This is an optimization exercise on Yosys and OpenROAD, whose aim is small area, a short achievable clock period and few clock cycles per item, not a production implementation. The RTL was checked by simulation tests, not by an equivalence proof against the original design. Power is estimated from default activity; no workload was simulated.

// sample_tracker_report_scheduler
module sample_tracker_report_scheduler (
	input  wire logic                              clk,
	input  wire logic                              arst_n,
	input  wire logic                              cfg_write,
	input  wire logic [strs_pkg::CfgIdxW-1:0]      cfg_index,
	input  wire logic [strs_pkg::CfgW-1:0]         cfg_data,
	input  wire logic                              item_valid,
	output logic                                   item_ready,
	input  wire logic [33:0]                       item,
	output logic                                   result_valid,
	input  wire logic                              result_ready,
	output logic [101:0]                           result
);
Size in the first run: ~1700 cells after synthesis, ~200 flip-flops, ~11000 µm² of cells after synthesis.
clock: 6.5 ns
lec_check: 0
abc_area: 1
cap_margin: 20
core_margin: 2
core_utilization: 60
cts_buf_list: sky130_fd_sc_hd__clkbuf_4
setup_slack_margin: 3.8
slew_margin: 20
standard.sh (not shown) runs the stock make flow with config.mk's settings and CLKGATE_MAP_FILE= SYNTH_SCRIPT=/design/flow/synth_recipe.tcl, a recipe that flattens the netlist after the stock synthesis.
==> flow/flow/run.sh <==
#!/bin/bash
# The standard layout (standard.sh: the standard flow's synthesis and ORFS flow, unchanged),
# except that the buffer global placement puts on every input and output port
# is the smallest plain buffer (buf_1) rather than the one buffer_ports picks
# by default; repair may still resize it.
set -euo pipefail
bash standard.sh "BUFFER_PORTS_ARGS=-buffer_cell sky130_fd_sc_hd__buf_1"  finish > standard_flow.log 2>&1
The first run finished clean.
Testbench counts at the start, summed over its fixed seeds: cycles 16,016, items 16,000.
Then changed:
--- a/flow/flow/run.sh
+++ b/flow/flow/run.sh
@@ -7 +7 @@
-bash standard.sh "BUFFER_PORTS_ARGS=-buffer_cell sky130_fd_sc_hd__buf_1"  finish > standard_flow.log 2>&1
+bash standard.sh "BUFFER_PORTS_ARGS=-buffer_cell sky130_fd_sc_hd__buf_1" RECOVER_POWER=100 finish > standard_flow.log 2>&1
SETUP_SLACK_MARGIN = 3.5   (was 3.8)
With this change the flow produced a layout that fails on capacitance limit, slew limit.
Synthesized cell count does not change.
Cell area fell slightly.
Count of clock-buffer cells in the layout rose by 1.
Fmax fell by a quarter to a third.
Sequential cell count stays the same.
Via count fell slightly.
Sequential power stays flat.
Area after synthesis stays the same.
Total power fell slightly.

---

The RTL this note starts from:
==> flow/design.v <==
`default_nettype none
package strs_pkg;
	localparam int ValueW  = 32;
	localparam int TimeW   = 32;
	localparam int CfgIdxW = 2;
	localparam int CfgW    = 32;
	typedef enum logic {
		CMD_SAMPLE = 1'b0,
		CMD_TICK   = 1'b1
	} cmd_t;
	localparam logic [CfgIdxW-1:0] CFG_REPORT_MIN = 2'd0;
	localparam logic [CfgIdxW-1:0] CFG_REPORT_MAX = 2'd1;
	localparam logic [CfgIdxW-1:0] CFG_ON_CHANGE  = 2'd2;
	localparam int CodeMinBit = 0;
	localparam int CodeMaxBit = 1;
	typedef struct packed {
		logic                     command;
		logic signed [ValueW-1:0] sample_value;
		logic                     sample_valid;
	} item_t;
	typedef struct packed {
		logic                     value_changed;
		logic [1:0]               min_max_code;
		logic                     report_due;
		logic signed [ValueW-1:0] current_value;
		logic                     current_valid;
		logic signed [ValueW-1:0] min_value;
		logic signed [ValueW-1:0] max_value;
		logic                     min_max_valid;
	} result_t;
endpackage
`default_nettype wire
`default_nettype none
module sample_tracker_report_scheduler (
	input  wire logic                              clk,
	input  wire logic                              arst_n,
	input  wire logic                              cfg_write,
	input  wire logic [strs_pkg::CfgIdxW-1:0]      cfg_index,
	input  wire logic [strs_pkg::CfgW-1:0]         cfg_data,
	input  wire logic                              item_valid,
	output logic                                   item_ready,
	input  wire logic [33:0]                       item,
	output logic                                   result_valid,
	input  wire logic                              result_ready,
	output logic [101:0]                           result
);
	logic [strs_pkg::TimeW-1:0] report_min_q;
	logic [strs_pkg::TimeW-1:0] report_max_q;
	logic                       on_change_q;
	logic [strs_pkg::TimeW-1:0]          elapsed_q;   
	logic signed [strs_pkg::ValueW-1:0]  value_q;
	logic                                valid_q;
	logic                                pending_q;
	logic signed [strs_pkg::ValueW-1:0]  min_q;
	logic signed [strs_pkg::ValueW-1:0]  max_q;
	logic                                ext_valid_q;
	logic res_valid_q;
	logic changed_q;
	logic new_min_q;
	logic new_max_q;
	logic due_q;
	logic                               is_tick;
	logic signed [strs_pkg::ValueW-1:0] in_value;
	logic                               in_ok;
	logic                               accept;
	logic                               take_sample;
	logic                               take_tick;
	logic                               same;
	logic                               new_min;
	logic                               new_max;
	logic                               gt_min;
	logic                               gt_max;
	logic                               wrap;
	logic                               due;
	function automatic logic ult32(input logic [31:0] a, input logic [31:0] b);
		logic [31:0] l;
		logic [31:0] g;
		l = ~a & b;
		g = a & ~b;
		for (int w = 16; w >= 1; w = w / 2) begin
			for (int j = 0; j < w; j++) begin
				l[j] = l[2*j+1] | (~g[2*j+1] & l[2*j]);
				g[j] = g[2*j+1] | (~l[2*j+1] & g[2*j]);
			end
		end
		ult32 = l[0];
	endfunction
	function automatic logic slt32(input logic [31:0] a, input logic [31:0] b);
		slt32 = ult32({~a[31], a[30:0]}, {~b[31], b[30:0]});
	endfunction
	function automatic logic [31:0] inc32(input logic [31:0] a);
		logic [31:0] r;
		for (int i = 0; i < 32; i++) begin
			r[i] = a[i] ^ (&(a | ~((32'd1 << i) - 32'd1)));
		end
		inc32 = r;
	endfunction
	assign is_tick  = item[33];
	assign in_value = item[32:1];
	assign in_ok    = item[0];
	assign item_ready   = !res_valid_q || result_ready;
	assign accept       = item_valid && item_ready;
	assign take_sample  = accept && !is_tick;
	assign take_tick    = accept && is_tick;
	assign result_valid = res_valid_q;
	assign result = {changed_q, new_max_q, new_min_q, due_q,
	                 value_q, valid_q, min_q, max_q, ext_valid_q};
	assign same    = in_ok && valid_q && (in_value == value_q);
	assign new_max = in_ok && (!ext_valid_q || slt32(max_q, in_value));
	assign new_min = in_ok && (!ext_valid_q || slt32(in_value, min_q));
	assign wrap   = &elapsed_q;
	assign gt_min = !wrap && !ult32(elapsed_q, report_min_q);
	assign gt_max = !wrap && !ult32(elapsed_q, report_max_q);
	assign due    = (report_min_q != '0) &&
		(on_change_q ? ((pending_q && gt_min) || gt_max) : gt_min);
	always_ff @(posedge clk or negedge arst_n) begin
		if (!arst_n) begin
			report_min_q <= '0;
			report_max_q <= '0;
			on_change_q  <= 1'b0;
		end else if (cfg_write) begin
			unique case (cfg_index)
				strs_pkg::CFG_REPORT_MIN: report_min_q <= cfg_data;
				strs_pkg::CFG_REPORT_MAX: report_max_q <= cfg_data;
				strs_pkg::CFG_ON_CHANGE:  on_change_q  <= cfg_data[0];
				default: ;    
			endcase
		end
	end
	always_ff @(posedge clk or negedge arst_n) begin
		if (!arst_n) begin
			res_valid_q <= 1'b0;
		end else if (accept) begin
			res_valid_q <= 1'b1;
		end else if (result_ready) begin
			res_valid_q <= 1'b0;
		end
	end
	always_ff @(posedge clk or negedge arst_n) begin
		if (!arst_n) begin
			changed_q <= 1'b0;
			new_min_q <= 1'b0;
			new_max_q <= 1'b0;
			due_q     <= 1'b0;
		end else if (accept) begin
			changed_q <= !is_tick && !same;
			new_min_q <= !is_tick && new_min;
			new_max_q <= !is_tick && new_max;
			due_q     <= is_tick && due;
		end
	end
	always_ff @(posedge clk or negedge arst_n) begin
		if (!arst_n) begin
			value_q     <= '0;
			valid_q     <= 1'b0;
			min_q       <= '0;
			max_q       <= '0;
			ext_valid_q <= 1'b0;
		end else if (take_sample) begin
			value_q <= in_ok ? in_value : '0;
			valid_q <= in_ok;
			if (new_min) begin
				min_q <= in_value;
			end
			if (new_max) begin
				max_q <= in_value;
			end
			if (in_ok) begin
				ext_valid_q <= 1'b1;
			end
		end
	end
	always_ff @(posedge clk or negedge arst_n) begin
		if (!arst_n) begin
			elapsed_q <= '0;
			pending_q <= 1'b0;
		end else if (take_sample) begin
			if (!same) begin
				pending_q <= 1'b1;
			end
		end else if (take_tick) begin
			if (due) begin
				elapsed_q <= '0;
				pending_q <= 1'b0;
			end else begin
				elapsed_q <= inc32(elapsed_q);
			end
		end
	end
endmodule
`default_nettype wire
==> flow/config.mk <==
export PLATFORM = sky130hd
export DESIGN_NAME = sample_tracker_report_scheduler
export DESIGN_NICKNAME = sample_tracker_report_scheduler
export VERILOG_FILES = /design/flow/design.v
export SDC_FILE = /design/flow/constraint.sdc
export NUM_CORES = 4
export LEC_CHECK = 0
export ABC_AREA = 1
export CAP_MARGIN = 20
export CORE_MARGIN = 2
export CORE_UTILIZATION = 40
export CTS_BUF_LIST = sky130_fd_sc_hd__clkbuf_4
export SETUP_SLACK_MARGIN = 3.5
export SLEW_MARGIN = 20
==> flow/constraint.sdc <==
create_clock -name core_clock -period 6.5 [get_ports {clk}]
set_input_delay 1.3000 -clock core_clock [delete_from_list [all_inputs] [get_ports {clk}]]
set_output_delay 1.3000 -clock core_clock [all_outputs]
set_load 0.01 [all_outputs]
==> flow/flow/run.sh <==
#!/bin/bash
# The standard layout (standard.sh: the standard flow's synthesis and ORFS flow, unchanged),
# except that the buffer global placement puts on every input and output port
# is the smallest plain buffer (buf_1) rather than the one buffer_ports picks
# by default; repair may still resize it.
set -euo pipefail
bash standard.sh "BUFFER_PORTS_ARGS=-buffer_cell sky130_fd_sc_hd__buf_1"  finish > standard_flow.log 2>&1
The starting point produced a clean layout.
Testbench counts at the start, summed over its fixed seeds: cycles 16,016, items 16,000.
Edit:
==> flow/run.sh (new file) <==
#!/bin/bash
# synth_recipe.tcl (not shown) runs the flow's synth.tcl, then flattens the netlist and writes it again
# the make line also repeats each setting of config.mk as NAME=value (left out here)
make -C /OpenROAD-flow-scripts/flow DESIGN_CONFIG=/design/flow/config.mk WORK_HOME=/design/flow/orfs CLKGATE_MAP_FILE= SYNTH_SCRIPT=/design/flow/synth_recipe.tcl finish
Settings changed: ABC_AREA 1 to default, CTS_BUF_LIST sky130_fd_sc_hd__clkbuf_4 to default.
removed: flow/flow/run.sh
removed: flow/standard.sh
=>
- wire length drops by about 7%
- hold slack improves by 4.5 ps
- sequential power stays flat
- synthesized area drops by about 3%
- total power climbs by about 3%
- non-clock buffer count climbs by 28
- global-route usage drops by 0.95 points
- die area drops by 2.8%
- worst setup slack degrades by 390 ps
Edit:
Settings changed: ABC_AREA from default to 1, CORE_UTILIZATION 40 to 60, CTS_BUF_LIST from default to sky130_fd_sc_hd__clkbuf_4.
The changed run went through all stages and came out clean. Final area is lower by 1.9%. Cell count is higher by about 27%. Register-to-register slack is better by 480 ps. Global-route usage is higher by 11 points. Worst setup slack is better by 370 ps. Via count is higher by 33%. Total power is higher by about 3%. Clock power is lower by about 20%. Routed wire length is higher by about 4%.
Edit:
==> flow/flow/run.sh (new file) <==
#!/bin/bash
# The standard layout (standard.sh: the standard flow's synthesis and ORFS flow, unchanged),
# except that the buffer global placement puts on every input and output port
# is the smallest plain buffer (buf_1) rather than the one buffer_ports picks
# by default; repair may still resize it.
set -euo pipefail
bash standard.sh "BUFFER_PORTS_ARGS=-buffer_cell sky130_fd_sc_hd__buf_1"  finish > standard_flow.log 2>&1
==> flow/standard.sh (new file) <==
#!/bin/bash
# synth_recipe.tcl (not shown) runs the flow's synth.tcl, then flattens the netlist and writes it again
# the make line also repeats each setting of config.mk as NAME=value (left out here)
make -C /OpenROAD-flow-scripts/flow DESIGN_CONFIG=/design/flow/config.mk WORK_HOME=/design/flow/orfs CLKGATE_MAP_FILE= SYNTH_SCRIPT=/design/flow/synth_recipe.tcl "${@:-finish}"
Settings changed: SETUP_SLACK_MARGIN 3.5 to 3.2.
removed: flow/run.sh
The new run completed without violations.
Total power drops by roughly a tenth.
Clock skew drops by 18 ps.
Count of clock-buffer cells in the layout climbs by 3.

## port drivers added, routing unchanged
Ports are ideal in the flow. The routed layouts listed here were re-timed in OpenROAD. Step 1 sets driving cells, clkbuf_16 on the clock port and buf_2 on the other inputs (assumed; they add their load-dependent delay and slew). Step 2, shift: input delay + t, output delay - t, t = (earliest + latest rising clock arrival at the registers) / 2. This alone moves slack from input paths to output paths. Slacks: ideal ports / drivers / drivers and shift; pairs: ideal ports / drivers.
run	t, ns	slack for setup (ns)	worst hold slack (ns)	worst setup path at the end	pins driven straight from the clock port
the first run of note 1	0.704	3.599 / 3.578 / 3.222	0.486 / 0.486 / 0.486	input to register	1
the second run of note 1	0.705	2.021 / 2.047 / 1.342	0.479 / 0.479 / 0.479	input to register	1
the first run of note 2	0.730	3.549 / 3.527 / 2.896	0.479 / 0.479 / 0.479	input to register	1
the second run of note 2	0.563	3.155 / 3.160 / 2.597	0.483 / 0.483 / 0.483	input to register	1
the third run of note 2	0.712	3.525 / 3.479 / 2.851	0.485 / 0.485 / 0.485	input to register	1
the fourth run of note 2	0.702	3.339 / 3.363 / 2.661	0.483 / 0.483 / 0.483	input to register	1
The setup slack of the second run of note 1, which loses most, moves by +0.026 ns with the drivers and by -0.679 ns with both steps.
